Source: an optimization exercise on an open RTL-to-GDS flow (aim: small area). Production flows keep margins and buffers that such runs may drop.
In this exercise RTL edits were held to simulation tests only and were not proved equivalent to the original.
Power figures rest on the tool's default switching activity, not on a simulated workload.

--- run.sh ---
#!/bin/bash
# synth_recipe.tcl (not shown) runs the flow's synth.tcl, then flattens the netlist and writes it again
# the make line also repeats each setting of config.mk as NAME=value (left out here)
make -C /OpenROAD-flow-scripts/flow DESIGN_CONFIG=/design/flow/config.mk WORK_HOME=/design/flow/orfs CLKGATE_MAP_FILE= SYNTH_SCRIPT=/design/flow/synth_recipe.tcl finish
--- config.mk ---
export PLATFORM = sky130hd
export DESIGN_NAME = intensity_reflector_cluster_detect
export DESIGN_NICKNAME = intensity_reflector_cluster_detect
export VERILOG_FILES = /design/flow/design.v
export SDC_FILE = /design/flow/constraint.sdc
export NUM_CORES = 4
export LEC_CHECK = 0
export CAP_MARGIN = 20
export CORE_MARGIN = 2
export CORE_UTILIZATION = 40
export SLEW_MARGIN = 20
--- constraint.sdc ---
create_clock -name core_clock -period 9.0 [get_ports {clk}]
set_input_delay 1.8000 -clock core_clock [delete_from_list [all_inputs] [get_ports {clk}]]
set_output_delay 1.8000 -clock core_clock [all_outputs]
set_load 0.01 [all_outputs]
--- design.v ---
package irc_pkg;
    localparam int INT_W = 16;
    localparam int RNG_W = 16;
endpackage
module intensity_reflector_cluster_detect
(
    input  logic        clk,
    input  logic        rst_n,
    input  logic        cfg_we,
    input  logic [2:0]  cfg_index,
    input  logic [22:0] cfg_data,
    input  logic        beam_valid,
    output logic        beam_stall,
    input  logic [15:0] beam_intensity,
    input  logic [15:0] beam_range_mm,
    input  logic        beam_range_finite,
    input  logic        beam_last,
    output logic        result_valid,
    input  logic        result_stall,
    output logic [19:0] result_center_index_q8,
    output logic [11:0] result_peak_index,
    output logic [11:0] result_start_index,
    output logic [11:0] result_end_index,
    output logic [15:0] result_peak_intensity,
    output logic [15:0] result_center_range_mm
);
    localparam logic [2:0] S_IDLE  = 3'd0;
    localparam logic [2:0] S_CLR   = 3'd1;    
    localparam logic [2:0] S_ACC   = 3'd2;    
    localparam logic [2:0] S_ACPT  = 3'd3;    
    localparam logic [2:0] S_ACPTC = 3'd4;    
    localparam logic [2:0] S_MUL   = 3'd5;    
    localparam logic [2:0] S_DIV   = 3'd6;    
    localparam logic [2:0] S_PRES  = 3'd7;    
    logic [15:0] thr_q;
    logic [12:0] minp_q;
    logic [15:0] span_q;
    logic [22:0] wmin_q;
    logic [22:0] wmax_q;
    logic [17:0] step_q;
    logic [15:0] lo_q;
    logic [15:0] hi_q;
    always_ff @(posedge clk or negedge rst_n)
    begin
        if (!rst_n)
        begin
            thr_q  <= 16'd45;
            minp_q <= 13'd5;
            span_q <= 16'd30;
            wmin_q <= 23'd10000;
            wmax_q <= 23'd120000;
            step_q <= 18'd8727;
            lo_q   <= 16'd150;
            hi_q   <= 16'd12000;
        end
        else if (cfg_we)
        begin
            case (cfg_index)
                3'd0: thr_q  <= cfg_data[15:0];
                3'd1: minp_q <= cfg_data[12:0];
                3'd2: span_q <= cfg_data[15:0];
                3'd3: wmin_q <= cfg_data;
                3'd4: wmax_q <= cfg_data;
                3'd5: step_q <= cfg_data[17:0];
                3'd6: lo_q   <= cfg_data[15:0];
                default: hi_q <= cfg_data[15:0];
            endcase
        end
    end
    logic [2:0]  st;
    logic [7:0]  t;
    logic [12:0] e_q;        
    logic        in_cl;      
    logic        dj;         
    logic        lastf;      
    logic        any_add;    
    logic [83:0] ring;
    logic [27:0] ws;
    logic [28:0] rem;
    logic [15:0] near_q;
    logic [15:0] far_q;
    logic [15:0] peak_q;
    logic [11:0] start_q;
    logic        ij;         
    logic [12:0] e_inc;
    logic [11:0] idx;
    logic        in_window;
    logic        bright;
    logic        rng_ok;
    logic        join_b;
    logic        add_b;
    logic        close_b;
    assign e_inc     = e_q + 13'd1;
    assign idx       = e_inc[11:0];
    assign in_window = (e_q != 13'h0FFF);
    assign bright    = (beam_intensity >= thr_q);
    assign rng_ok    = beam_range_finite && (beam_range_mm >= lo_q) && (beam_range_mm <= hi_q);
    assign join_b    = in_window && bright;
    assign add_b     = join_b && rng_ok;
    assign close_b   = in_cl && (beam_last ? (dj || !join_b) : (!dj && in_window && !bright));
    logic [11:0] n_sz;       
    logic [12:0] size_v;
    logic [15:0] span_v;
    logic        sgn;
    logic [17:0] m_v;
    logic        nj;
    logic        accept;
    assign n_sz   = e_q[11:0] - start_q;
    assign size_v = {1'b0, n_sz} + 13'd1;
    assign span_v = far_q - near_q;
    assign sgn    = step_q[17];
    assign m_v    = step_q ^ {18{sgn}};
    assign nj     = n_sz[4'd11 - t[3:0]];
    assign accept = (size_v >= minp_q) && (ws != 28'd0) && (span_v <= span_q)
                    && (rem >= {6'd0, wmin_q}) && (rem <= {6'd0, wmax_q});
    logic        divm;
    logic        clr;
    logic        din;
    logic [28:0] tr;
    logic [28:0] bv;
    logic        cin;
    logic [29:0] sv;
    logic        fits;
    assign divm = (st == S_DIV);
    assign clr  = (t == 8'd0) || (divm && t == 8'd124);
    assign din  = divm && ((t < 8'd40) || (t >= 8'd124)) && ring[83];
    assign tr   = {rem[27:0] & {28{!clr}}, din};
    assign bv   = divm ? {1'b1, ~ws} : {11'd0, nj ? m_v : 18'd0};
    assign cin  = divm ? 1'b1 : (nj && sgn);
    assign sv   = {1'b0, tr} + {1'b0, bv} + {29'd0, cin};
    assign fits = sv[29];
    always_ff @(posedge clk)
    begin
        rem <= (divm && !fits) ? tr : sv[28:0];
    end
    logic [83:0] rot;
    logic [15:0] addend;
    logic [43:0] asum;
    logic        ring_en;
    logic        inj0;
    logic        inj40;
    logic [83:0] ring_d;
    logic [27:0] wrot;
    logic [27:0] wsum;
    logic        ws_en;
    logic [27:0] ws_d;
    assign rot    = {ring[82:0], ring[83]};
    assign addend = (t < 8'd48) ? ({4'd0, idx} & {16{ij}}) : (beam_range_mm & {16{ij}});
    assign asum   = rot[43:0] + {28'd0, addend};
    assign ring_en = (st == S_CLR) || (st == S_ACC) || divm;
    assign inj0   = (st == S_CLR) || (divm && ((t < 8'd40) || (t >= 8'd124)));
    assign inj40  = divm && (t >= 8'd40) && (t < 8'd48);
    always_comb
    begin
        ring_d = {rot[83:44], asum};
        if (inj0)
            ring_d[0] = divm && fits;
        if (inj40)
            ring_d[40] = fits;
    end
    assign wrot  = {ws[26:0], ws[27]};
    assign wsum  = wrot + {27'd0, ij};
    assign ws_en = (st == S_CLR) || ((st == S_ACC) && (t >= 8'd56));
    assign ws_d  = {wsum[27:1], wsum[0] && (st != S_CLR)};
    always_ff @(posedge clk)
    begin
        if (ring_en)
            ring <= ring_d;
        if (ws_en)
            ws <= ws_d;
    end
    logic [7:0] tn;
    logic       win_n;
    logic [3:0] jn;
    assign tn    = t + 8'd1;
    assign win_n = ((tn >= 8'd24) && (tn < 8'd40)) || (tn >= 8'd68);
    assign jn    = (tn < 8'd48) ? (4'd7 - tn[3:0]) : (4'd3 - tn[3:0]);
    always_ff @(posedge clk)
    begin
        ij <= (st == S_ACC) && (tn < 8'd84) && win_n && add_b && beam_intensity[jn];
    end
    always_ff @(posedge clk)
    begin
        if ((st == S_ACC) && (t == 8'd0) && add_b)
        begin
            if (!any_add || (beam_range_mm < near_q))
                near_q <= beam_range_mm;
            if (!any_add || (beam_range_mm > far_q))
                far_q <= beam_range_mm;
            if (!any_add || (beam_intensity > peak_q))
                peak_q <= beam_intensity;
        end
        if ((st == S_IDLE) && beam_valid && !dj && join_b && !in_cl)
            start_q <= idx;
    end
    logic go;        
    always_ff @(posedge clk or negedge rst_n)
    begin
        if (!rst_n)
        begin
            st      <= S_IDLE;
            t       <= 8'd0;
            e_q     <= 13'h1FFF;
            in_cl   <= 1'b0;
            dj      <= 1'b0;
            lastf   <= 1'b0;
            any_add <= 1'b0;
        end
        else
        begin
            t <= t + 8'd1;
            case (st)
                S_IDLE:
                begin
                    t <= 8'd0;
                    if (beam_valid)
                    begin
                        if (!dj && join_b)
                        begin
                            if (!in_cl)
                            begin
                                in_cl   <= 1'b1;
                                any_add <= 1'b0;
                                st      <= S_CLR;
                            end
                            else
                                st <= S_ACC;
                        end
                        else
                            st <= close_b ? S_ACPTC : S_ACPT;
                    end
                end
                S_CLR:
                begin
                    if (t == 8'd83)
                    begin
                        t  <= 8'd0;
                        st <= S_ACC;
                    end
                end
                S_ACC:
                begin
                    if (t == 8'd0 && add_b)
                        any_add <= 1'b1;
                    if (t == 8'd83)
                    begin
                        e_q <= e_inc;
                        dj  <= 1'b1;
                        st  <= S_IDLE;
                    end
                end
                S_ACPT:
                begin
                    dj <= 1'b0;
                    if (beam_last)
                        e_q <= 13'h1FFF;
                    else if (!dj && in_window)
                        e_q <= e_inc;
                    st <= S_IDLE;
                end
                S_ACPTC:
                begin
                    dj    <= 1'b0;
                    lastf <= beam_last;
                    t     <= 8'd0;
                    st    <= S_MUL;
                end
                S_MUL:
                begin
                    if (t == 8'd12)
                    begin
                        t <= 8'd0;
                        if (accept)
                            st <= S_DIV;
                        else
                        begin
                            e_q   <= lastf ? 13'h1FFF : e_inc;
                            in_cl <= 1'b0;
                            st    <= S_IDLE;
                        end
                    end
                end
                S_DIV:
                begin
                    if (t == 8'd167)
                        st <= S_PRES;
                end
                default:  
                begin
                    if (!result_stall)
                    begin
                        e_q   <= lastf ? 13'h1FFF : e_inc;
                        in_cl <= 1'b0;
                        st    <= S_IDLE;
                    end
                end
            endcase
        end
    end
    assign beam_stall   = !((st == S_ACPT) || (st == S_ACPTC));
    assign result_valid = (st == S_PRES);
    assign result_center_index_q8 = {ring[55:44], ring[83:76]};
    assign result_peak_index      = ring[55:44] + {11'd0, ring[83]};
    assign result_start_index     = start_q;
    assign result_end_index       = e_q[11:0];
    assign result_peak_intensity  = peak_q;
    assign result_center_range_mm = ring[15:0];
endmodule
==> metrics.md, run 1 <==
| Metric | Value |
|---|---|
| Std-Cell Rows | `around 90` |
| Grt met2 use | `between 30% and 40%` |
| Largest family of logic cells by synthesized area | `adder cells` |
| P per Cell Area | `about 310 nW/um^2` |
| Sequential cell area | `10100 um^2` |
| Largest net degree at the start of global routing | `between 80 and 90` |
| Fillers | `roughly 5500` |
| Worst path bufs/invs | `1` |
| DR vias | `about 17000` |
| Max-Cap Viols | `0` |
| FF-to-FF path depth | `23` |
| Root buffer cell | `clkbuf_16` |
| Required @ worst endpoint | `9460 ps` |
| Flops & latches, synth | `~370` |
| Hold depth | `0` |
| CP delay by family, top | `compound AO/OA/AOI/OAI gates` |
| Synthesized cell area | `between 20000 and 25000 um^2` |
| Mapped Avg Cell Area | `about 10 um^2` |
| IO buf count | `approximately 150` |
| Adder-cell share of the synthesized area | `between 10% and 20%` |
| Measured slew at the worst slew-check pin | `1070 ps` |
| Clock Latency Late Sink | `~580 ps` |
| WL/cell | `19.0 um` |
| Max Clk Rate | `151 MHz` |
| Final setup margin | `between 2000 and 2500 ps` |
| Core footprint | `58800 um^2` |
| CTS Buf Count | `44` |
| 1st-pass router iterations | `6` |
| Routed Antenna Nets | `0` |
| Area Overhead vs Synth | `15.3%` |
| Count leader, synth | `ha_1` |
| GR Util met3 | `4.29%` |
| Multi-input logic area | `12200 um^2` |
| Mux contribution to synthesized area | `under 10%` |
| Synth Area in Compound Gates | `13.3%` |
| Post-DP HPWL | `about 46 mm` |
| Nets | `between 2000 and 3000` |
| CTS clk-pin slew, worst paths | `around 60 ps` |
| Number of placed instances, taps included | `between 3000 and 4000` |
| CTS resizes | `0` |
| Commonest cells post-synth | `256 x ha_1, 218 x inv_1, 191 x nand2_1` |
| First-pass GRT wire length | `just under 100 mm` |
| Die footprint | `~61000 um^2` |
| CP Launch Type | `flop` |
| Vias in the first global route | `between 15000 and 20000` |
| Post-CTS Setup Repair Bufs | `0` |
| Number of cells on the critical path | `23` |
| Worst EP arrival | `roughly 7100 ps` |
| TritonCTS clock tree | `yes` |
| Total Routing Usage GR | `~20%` |
| Setup TNS | `0 ps` |
| Iter 0 DRT Violations | `approximately 1300` |
| # IOs | `approximately 160` |
| Mapped Nets | `around 2700` |
| Starting Density | `a little over 40%` |
| Share of the synthesized area in the top cell type | `~22%` |
| Slowest-stage cell, CP | `dfstp_2` |
| Ys Warns | `1` |
| Crit path max fanout | `33` |
| Simple-gate area share of the yosys netlist | `approximately an eighth` |
| Worst-path cell chain | `inv_1 -> ha_1 -> fa_1 -> nor2b_1 -> o21ai_1 -> a21oi_1 -> o21a_1 -> or2_2 -> xnor2_2 -> mux4_2 -> mux2i_1 -> a22oi_4 -> o22a_1 -> fa_1 -> nor2b_1 -> o31a_1 -> a21oi_1 -> o31a_1 -> o31ai_1 -> a211o_1 -> a221oi_4 -> nand2_2 -> mux2_2` |
| Period utilization | `between 70% and 80%` |
| Final std cells w/o fill | `~3300` |
| Gate Count Post-Synth | `between 2000 and 2500` |
| Final GP Congestion | `0.882` |
| Initial antenna violation count | `2` |
| Worst Hold Class | `flop to flop` |
| DIE WIDTH | `roughly 250 um` |
| CP peak stage delay | `approximately 590 ps` |
| Pins Over Slew Limit | `0` |
| H-tree Lvls | `2` |
| Final Setup Violations | `0` |
| Final hold viol count | `0` |
| Async S/R FF share, synth | `a little under half` |
| Clock Sinks | `approximately 370` |
| Predominant post-synthesis flop cell | `edfxtp_1` |
| Crit Path Category | `flop to flop` |
| Clk_skew | `between 20 and 30 ps` |
| Dpl ws | `2410 ps` |
| Post-Route WL | `61.8 mm` |
| Leak pwr | `~0.012 uW` |
| Hold buffers post-CTS | `0` |
| Seq/Total Area, Yosys | `42.5%` |
| Outcome | `complete, no violations` |
| Post-Synth XOR/XNOR Area | `a little over 6%` |
| RSZ-0062 raised after global routing | `no` |
| Synth area leader | `edfxtp_1` |
| Count of cell types in the netlist | `around 80` |
| Clk buf depth | `3` |
| Die H | `between 200 and 250 um` |
| Met1 Resource Use GR | `between 20% and 30%` |
| Post-synth EDFFs | `172` |
| GR peak layer | `met2` |
| Worst vdd rail ir drop | `between 200 and 250 uV` |
| Residual DRC | `0` |
| GR Overflow Total | `0` |
| Critical path endpoint category | `flop` |
| Ranking of synthesized cells by area | `edfxtp_1 22%, ha_1 14%, dfrtp_1 12%` |
| Fin crit period | `about 6600 ps` |
| Vias/cell | `between 5 and 6` |
| Worst rel slew slack | `around 29%` |
| Fraction of layout cells with a size suffix above 1 | `10.7%` |
-- path summary, 6_finish.rpt --
path | end | slack, ps | from
setup / recovery | rem[14]$_DFF_P_ | 2380 | e_q[0]$_DFFE_PN1P_
hold / removal | ring[74]$_DFFE_PP_ | 420 | ring[73]$_DFFE_PP_
setup reg to reg | rem[14]$_DFF_P_ | 2380 | e_q[0]$_DFFE_PN1P_
hold reg to reg | ring[74]$_DFFE_PP_ | 420 | ring[73]$_DFFE_PP_
max in group asynchronous | st[2]$_DFFE_PN0P_ | 5890 | rst_n
min in group asynchronous | wmax_q[20]$_DFFE_PN0P_ | 1240 | rst_n
-- metal layers --
metal,up-vias,part of all wire [%]
met5,-,0.021
met3,99,6.5
met4,2,3.0
met1,8471,46
li1,8482,-
met2,429,45
-- sequential cells by signal (all words and copies together), names as in the netlist, 18 cells and up --
signal  count
ring       84
ws         28
rem        29
wmax_q     23
step_q     18
wmin_q     23
-- cell families (layout without fill, tap and decap cells) --
kind of cell / Yosys count / after routing
AND/OR/NAND/NOR: 627 / 627
AO/OA/AOI/OAI: 495 / 495
XOR/XNOR: 167 / 167
adder cells (fa/ha/maj): 261 / 261
buffers and inverters: 326 / 473
multiplexers: 93 / 93
flip-flops: 371 / 371
other: 0 / 2
-- worst reg2reg max path, cell delays in order, from the launching register on --
cell and delay, ps:
dfstp_2 590, inv_1 100, ha_1 220, fa_1 410, nor2b_1 120, o21ai_1 90, a21oi_1 210, o21a_1 170
or2_2 130, xnor2_2 100, mux4_2 460, mux2i_1 270, a22oi_4 240, o22a_1 270, fa_1 450, nor2b_1 180
o31a_1 190, a21oi_1 110, o31a_1 310, o31ai_1 490, a211o_1 330, a221oi_4 150, nand2_2 500, mux2_2 410
-- through the flow --
stage               hold WS (ps)  util (%)  total power (uW)  instance area, um^2
finish                       417      46.5              8390                27300
CTS                          416      46.4              8450                27300
global placement             409      43.8              6440                25800
global route                 422      46.4              9000                27300
floorplan                    400         -              5510                23700
detailed placement           407      43.8              6540                25800
-- cell usage in the layout, fill, tap and decap left out, types with 7 or more instances in the layout --
master / Yosys / final
ha_1: 256 / 256
inv_1: 218 / 218
nand2_1: 191 / 191
edfxtp_1: 172 / 172
clkdlybuf4s50_1: 0 / 153
o21ai_0: 134 / 134
a21oi_1: 132 / 131
dfrtp_1: 117 / 117
nor2_1: 115 / 115
xnor2_1: 91 / 91
mux2_2: 81 / 81
xor2_1: 75 / 75
a21o_1: 70 / 70
nand3_1: 60 / 60
dfstp_2: 52 / 52
clkbuf_16: 0 / 49
and3_1: 38 / 38
nand4_1: 36 / 36
nor2b_1: 35 / 35
and2_1: 33 / 33
nand2b_1: 31 / 31
o21a_1: 30 / 30
dfxtp_1: 30 / 30
o22ai_1: 18 / 18
buf_4: 49 / 17
nor4_1: 16 / 16
and4_1: 16 / 16
nor3_1: 18 / 15
a211oi_1: 12 / 12
o21ai_1: 12 / 12
o21bai_1: 9 / 8
mux4_2: 8 / 8
o211a_1: 8 / 8
clkbuf_1: 50 / 8
clkbuf_8: 0 / 8
or2_2: 7 / 7
or3_1: 7 / 7
-- area by class of cell --
class / count / area share [%]
diodes: 2 / 0.0183
clock buffers: 66 / 5.03
clock inverters: 16 / 0.559
inverters: 218 / 3.00
multi-input cells: 1643 / 44.8
flip-flops and latches: 371 / 36.8
well taps: 773 / 3.54
repair buffers: 173 / 6.21
-- report_power, final --
part | switching (uW) | leakage [uW] | total (uW) | internal [uW]
sequential | 463 | 0.00383 | 2960 | 2500
clock | 741 | 0.000759 | 1860 | 1120
combinational | 1980 | 0.00740 | 3570 | 1590
total | 3180 | 0.0120 | 8390 | 5210
==> run 2: changes to the inputs <==
--- a/design.v
+++ b/design.v
@@ -26,2 +26,20 @@
 );
+    function automatic logic cmp_ge(input logic [28:0] a, input logic [28:0] b, input logic c0);
+        logic c;
+        c = c0;
+        for (int i = 0; i < 29; i++)
+            c = (a[i] & ~b[i]) | (c & (a[i] | ~b[i]));
+        cmp_ge = c;
+    endfunction
+    function automatic logic [12:0] inc13(input logic [12:0] a);
+        logic [12:0] s;
+        logic        c;
+        c = 1'b1;
+        for (int i = 0; i < 13; i++)
+        begin
+            s[i] = a[i] ^ c;
+            c    = a[i] & c;
+        end
+        inc13 = s;
+    endfunction
     localparam logic [2:0] S_IDLE  = 3'd0;
@@ -92,7 +110,8 @@
     logic        close_b;
-    assign e_inc     = e_q + 13'd1;
+    assign e_inc     = inc13(e_q);
     assign idx       = e_inc[11:0];
     assign in_window = (e_q != 13'h0FFF);
-    assign bright    = (beam_intensity >= thr_q);
-    assign rng_ok    = beam_range_finite && (beam_range_mm >= lo_q) && (beam_range_mm <= hi_q);
+    assign bright    = cmp_ge({13'd0, beam_intensity}, {13'd0, thr_q}, 1'b1);
+    assign rng_ok    = beam_range_finite && cmp_ge({13'd0, beam_range_mm}, {13'd0, lo_q}, 1'b1)
+                       && cmp_ge({13'd0, hi_q}, {13'd0, beam_range_mm}, 1'b1);
     assign join_b    = in_window && bright;
@@ -100,17 +119,27 @@
     assign close_b   = in_cl && (beam_last ? (dj || !join_b) : (!dj && in_window && !bright));
-    logic [11:0] n_sz;       
-    logic [12:0] size_v;
-    logic [15:0] span_v;
+    logic [13:0] sz_x;
+    logic [13:0] sz_y;
+    logic [13:0] sz_z;
+    logic [13:0] sz_s;
+    logic [14:0] sz_c;
+    logic        size_ok;
+    logic [15:0] sp_s;
+    logic [16:0] sp_c;
+    logic        span_ok;
     logic        sgn;
-    logic [17:0] m_v;
-    logic        nj;
+    logic        dpos;       
+    logic        dneg;       
     logic        accept;
-    assign n_sz   = e_q[11:0] - start_q;
-    assign size_v = {1'b0, n_sz} + 13'd1;
-    assign span_v = far_q - near_q;
+    assign sz_x = {1'b0, e_inc};
+    assign sz_y = {2'b11, ~start_q};
+    assign sz_z = ~{1'b0, minp_q};
+    assign sz_s = sz_x ^ sz_y ^ sz_z;
+    assign sz_c = {(sz_x & sz_y) | (sz_x & sz_z) | (sz_y & sz_z), 1'b1};
+    assign size_ok = sz_c[14] & cmp_ge({15'd0, sz_s}, {15'd0, ~sz_c[13:0]}, 1'b1);
+    assign sp_s = near_q ^ span_q ^ ~far_q;
+    assign sp_c = {(near_q & span_q) | (near_q & ~far_q) | (span_q & ~far_q), 1'b0};
+    assign span_ok = sp_c[16] | cmp_ge({13'd0, sp_s}, {13'd0, ~sp_c[15:0]}, 1'b1);
     assign sgn    = step_q[17];
-    assign m_v    = step_q ^ {18{sgn}};
-    assign nj     = n_sz[4'd11 - t[3:0]];
-    assign accept = (size_v >= minp_q) && (ws != 28'd0) && (span_v <= span_q)
-                    && (rem >= {6'd0, wmin_q}) && (rem <= {6'd0, wmax_q});
+    assign accept = size_ok && (ws != 28'd0) && span_ok
+                    && cmp_ge(rem, {6'd0, wmin_q}, 1'b1) && cmp_ge({6'd0, wmax_q}, rem, 1'b1);
     logic        divm;
@@ -123,2 +152,8 @@
     logic        fits;
+    logic [15:0] e_dig;
+    logic [15:0] s_dig;
+    logic [3:0]  wj;
+    assign e_dig = {4'd0, e_q[11:0]};
+    assign s_dig = {4'd0, start_q};
+    assign wj    = (st == S_MUL) ? (4'd10 - t[3:0]) : 4'd11;
     assign divm = (st == S_DIV);
@@ -127,4 +162,5 @@
     assign tr   = {rem[27:0] & {28{!clr}}, din};
-    assign bv   = divm ? {1'b1, ~ws} : {11'd0, nj ? m_v : 18'd0};
-    assign cin  = divm ? 1'b1 : (nj && sgn);
+    assign bv   = divm ? {1'b1, ~ws}
+                       : ({{11{dneg}}, step_q ^ {18{sgn ^ dneg}}} & {29{dpos | dneg}});
+    assign cin  = divm ? 1'b1 : ((dpos && sgn) || (dneg && !sgn));
     assign sv   = {1'b0, tr} + {1'b0, bv} + {29'd0, cin};
@@ -133,3 +169,5 @@
     begin
-        rem <= (divm && !fits) ? tr : sv[28:0];
+        rem  <= (divm && !fits) ? tr : sv[28:0];
+        dpos <= e_dig[wj] && !s_dig[wj];
+        dneg <= !e_dig[wj] && s_dig[wj];
     end
@@ -185,7 +223,7 @@
         begin
-            if (!any_add || (beam_range_mm < near_q))
+            if (!any_add || cmp_ge({13'd0, near_q}, {13'd0, beam_range_mm}, 1'b0))
                 near_q <= beam_range_mm;
-            if (!any_add || (beam_range_mm > far_q))
+            if (!any_add || cmp_ge({13'd0, beam_range_mm}, {13'd0, far_q}, 1'b0))
                 far_q <= beam_range_mm;
-            if (!any_add || (beam_intensity > peak_q))
+            if (!any_add || cmp_ge({13'd0, beam_intensity}, {13'd0, peak_q}, 1'b0))
                 peak_q <= beam_intensity;
==> metrics.md, run 2 <==
| Metric | Value |
|---|---|
| GR Overflow Total | `0 (unchanged)` |
| Clock Latency Late Sink | `600 ps (was 580 ps)` |
| CTS resizes | `0 (unchanged)` |
| Period utilization | `71.0% (was 73.5%)` |
| Worst EP arrival | `6840 ps (was 7080 ps)` |
| Nets | `2252 (was 2777)` |
| CTS Buf Count | `44 (unchanged)` |
| Worst vdd rail ir drop | `140 uV (was 228 uV)` |
| Clock Sinks | `373 (was 371)` |
| Largest net degree at the start of global routing | `72 (was 84)` |
| Max-Cap Viols | `0 (unchanged)` |
| Total Routing Usage GR | `21.0% (was 20.2%)` |
| Final Setup Violations | `0 (unchanged)` |
| DIE WIDTH | `235 um (was 247 um)` |
| Iter 0 DRT Violations | `1289 (was 1291)` |
| Ranking of synthesized cells by area | `edfxtp_1 24%, dfrtp_1 14%, mux2_2 7.3% (was edfxtp_1 22%, ha_1 14%, dfrtp_1 12%)` |
| Count of cell types in the netlist | `77 (was 81)` |
| Post-DP HPWL | `42.4 mm (was 45.9 mm)` |
| First-pass GRT wire length | `91.0 mm (was 96.6 mm)` |
| # IOs | `155 (unchanged)` |
| Measured slew at the worst slew-check pin | `1130 ps (was 1070 ps)` |
| Hold buffers post-CTS | `0 (unchanged)` |
| Count leader, synth | `edfxtp_1 (was ha_1)` |
| Commonest cells after routing, fill and taps aside | `172 x edfxtp_1, 155 x nand2_1, 153 x clkdlybuf4s50_1, 149 x inv_1, 138 x mux2_2 (was 256 x ha_1, 218 x inv_1, 191 x nand2_1, 172 x edfxtp_1, 153 x clkdlybuf4s50_1)` |
| Final GP Congestion | `0.894 (was 0.882)` |
| Die H | `235 um (was 247 um)` |
| RSZ-0062 raised after global routing | `no (unchanged)` |
| Die footprint | `55400 um^2 (was 61200 um^2)` |
| Setup TNS | `0 ps (unchanged)` |
| Most frequent CP cell | `a21oi_1` |
| Hold slack final | `420 ps (was 417 ps)` |
| Worst-path cell chain | `clkinv_1 -> ha_1 -> and4b_1 -> a21oi_1 -> buf_4 -> nand2_1 -> inv_1 -> ha_1 -> nor2b_1 -> o21ai_0 -> a21oi_1 -> o21ai_0 -> a311oi_1 -> a31o_2 -> a21oi_1 -> o31ai_1 -> a21o_1 -> a211o_1 -> buf_4 -> mux2_2 (was inv_1 -> ha_1 -> fa_1 -> nor2b_1 -> o21ai_1 -> a21oi_1 -> o21a_1 -> or2_2 -> xnor2_2 -> mux4_2 -> mux2i_1 -> a22oi_4 -> o22a_1 -> fa_1 -> nor2b_1 -> o31a_1 -> a21oi_1 -> o31a_1 -> o31ai_1 -> a211o_1 -> a221oi_4 -> nand2_2 -> mux2_2)` |
| Slowest-stage cell, CP | `dfrtp_1 (was dfstp_2)` |
| Seq/Total Area, Yosys | `47.2% (was 42.5%)` |
| Fraction of layout cells with a size suffix above 1 | `15.5% (was 10.7%)` |
| CTS clk-pin slew, worst paths | `70 ps (was 60 ps)` |
| H-tree Lvls | `2 (unchanged)` |
| Required @ worst endpoint | `9450 ps (was 9460 ps)` |
| Crit Path Category | `flop to flop (unchanged)` |
| Gate Count Post-Synth | `1974 (was 2340)` |
| Starting Density | `40.6% (was 40.3%)` |
| Mapped Avg Cell Area | `10.9 um^2 (was 10.1 um^2)` |
| Post-Route WL | `58.4 mm (was 61.8 mm)` |
| Outcome | `complete, no violations (unchanged)` |
| Leading registers by flop count | `ring: 84 flops, rem: 29 flops, ws: 28 flops (unchanged)` |
| WL/cell | `20.8 um (was 19.0 um)` |
| IO buf count | `154 (unchanged)` |
| Critical R2R Launch | `t[0]$_DFF_PN0_ (was e_q[0]$_DFFE_PN1P_)` |
| Clk_skew | `41.6 ps (was 28.9 ps)` |
| Worst rel slew slack | `24.1% (was 28.5%)` |
| Vias in the first global route | `15500 (was 17500)` |
| Design Area, Final | `25100 um^2 (was 27300 um^2)` |
| DR vias | `15600 (was 17500)` |
| Flops & latches, synth | `373 (was 371)` |
| Ys Warns | `1 (unchanged)` |
| Core footprint | `52800 um^2 (was 58800 um^2)` |
| Area Overhead vs Synth | `17.3% (was 15.3%)` |
| Util after Layout | `47.6% (was 46.5%)` |
| Crit path max fanout | `28 (was 33)` |
| Share of the synthesized area in the top cell type | `24.1% (was 21.8%)` |
| Residual DRC | `0 (unchanged)` |
| Worst hold start | `ring[71]$_DFFE_PP_ (was ring[73]$_DFFE_PP_)` |
| Largest reg by FF count | `ring (unchanged)` |
| Vias/cell | `5.53 (was 5.36)` |
| P per Cell Area | `180 nW/um^2 (was 307 nW/um^2)` |
| Synthesized cell area | `21400 um^2 (was 23700 um^2)` |
| Root buffer cell | `clkbuf_16 (unchanged)` |
| Synth area leader | `edfxtp_1 (unchanged)` |
| Fin crit period | `6390 ps (was 6620 ps)` |
| R2R Setup Slk | `2610 ps (was 2380 ps)` |
| Async S/R FF share, synth | `45.3% (was 45.6%)` |
| Worst Hold Class | `flop to flop (unchanged)` |
| Std-Cell Rows | `84 (was 89)` |
| Placement Cell Area | `23500 um^2 (was 25800 um^2)` |
| Mapped Nets | `2135 (was 2666)` |
| TritonCTS clock tree | `yes (unchanged)` |
| Commonest cells post-synth | `172 x edfxtp_1, 155 x nand2_1, 149 x inv_1 (was 256 x ha_1, 218 x inv_1, 191 x nand2_1)` |
| Final hold viol count | `0 (unchanged)` |
| Predominant post-synthesis flop cell | `edfxtp_1 (unchanged)` |
| Max reg flops | `84 (unchanged)` |
| Fillers | `4881 (was 5473)` |
| Clk buf depth | `3 (unchanged)` |
| CP Launch Type | `flop (unchanged)` |
| Max Clk Rate | `156 MHz (was 151 MHz)` |
| Pins Over Slew Limit | `0 (unchanged)` |
| Initial antenna violation count | `3 (was 2)` |
| CP peak stage delay | `930 ps (was 590 ps)` |
| Post-CTS Setup Repair Bufs | `0 (unchanged)` |
| Most common cell after layout, fill and taps aside | `edfxtp_1 (was ha_1)` |
| Critical path endpoint category | `flop (unchanged)` |
| CP startpoint | `t[0]$_DFF_PN0_ (was e_q[0]$_DFFE_PN1P_)` |
| Post-synth EDFFs | `172 (unchanged)` |
| Routed Antenna Nets | `0 (unchanged)` |
| Leak pwr | `0.00994 uW (was 0.0120 uW)` |
| 1st-pass router iterations | `5 (was 6)` |
## run 2: final timing paths
kind,end,cells past startpoint
setup / recovery,rem[9]$_DFF_P_,20
hold / removal,ring[72]$_DFFE_PP_,0
setup reg to reg,rem[9]$_DFF_P_,20
hold reg to reg,ring[72]$_DFFE_PP_,0
max in group asynchronous,wmax_q[13]$_DFFE_PN0P_,3
min in group asynchronous,thr_q[1]$_DFFE_PN0P_,1
## run 2: per-layer routing
metal / GRT usage [%] / up-vias / part of all wire, %
met5: 0 / - / 0
li1: - / 7320 / -
met3: 3.32 / 103 / 5.0
met1: 28.8 / 7763 / 45
met2: 33.6 / 390 / 46
met4: 7.99 / 0 / 3.5
## run 2: kinds of logic (layout without fill, tap and decap cells)
logic type,Yosys count,in the layout,synth area share (%)
AND/OR/NAND/NOR,511,511,11.9
other,0,1,0
XOR/XNOR,127,127,5.19
AO/OA/AOI/OAI,382,382,11.9
adder cells (fa/ha/maj),171,171,10.2
multiplexers,156,156,8.39
buffers and inverters,254,407,5.30
flip-flops,373,373,47.2
## run 2: power breakdown
part           switching (uW)  internal [uW]  leakage (uW)
Combinational             270            275       0.00535
Clock                     777           1170      0.000797
Sequential               95.7           1940       0.00380
## run 2: worst max-delay path, delay by kind of cell (launching register included)
family	cells	cell delay [ps]
AO/OA/AOI/OAI	10	2610
buffers and inverters	4	1250
flip-flops	1	930
adder cells (fa/ha/maj)	2	610
AND/OR/NAND/NOR	3	470
multiplexers	1	310
## run 2: through the flow
| stage | cells | setup WS (ps) | power (uW) |
|---|---|---|---|
| global route | 2815 | 2110 | 4710 |
| finish | 2816 | 2610 | 4530 |
| floorplan | 1974 | 2860 | 2400 |
| detailed placement | 2732 | 2440 | 2610 |
| CTS | 2814 | 2710 | 4570 |
| global placement | 2730 | 2560 | 2590 |
## run 2: area by class of cell
cell class	instances	area, um^2	area share (%)
Clock buffer	61	1340	5.35
Antenna cell	1	2.50	0.00996
Multi-Input combinational cell	1347	10300	40.8
Timing Repair Buffer	175	1720	6.83
Sequential cell	373	10100	40.2
Clock inverter	21	273	1.09
Tap cell	688	861	3.43
Inverter	150	563	2.24

-- port drivers added, routing unchanged --
How much do the figures lean on ideal ports? The routed layouts below were timed once more, with nothing changed but the port constraints. Step 1: set_driving_cell puts a clkbuf_16 on clk and a buf_2 on each other input, an assumption about the parent block. Step 2 times the ports against the registers' clock, not the clock port: input delays grow and output delays shrink by t, the midpoint of the rising clock arrivals with the driver on. Three values: no drivers, after step 1, after step 2; two values: the first two.
| run | t, ns | setup WS [ns] | hold WS [ns] | worst setup path at the end | latest minus earliest clock arrival (ns) |
|---|---|---|---|---|---|
| run 1 | 0.629 | 2.385 / 2.385 / 2.385 | 0.417 / 0.417 / 0.417 | register to register | 0.032 / 0.032 |
| run 2 | 0.641 | 2.608 / 2.608 / 2.439 | 0.420 / 0.420 / 0.420 | input to register | 0.045 / 0.045 |
After both steps setup and hold are still met in every run listed. The setup slack of run 2, which loses most, moves by 0.000 ns with the drivers and by -0.169 ns with both steps.
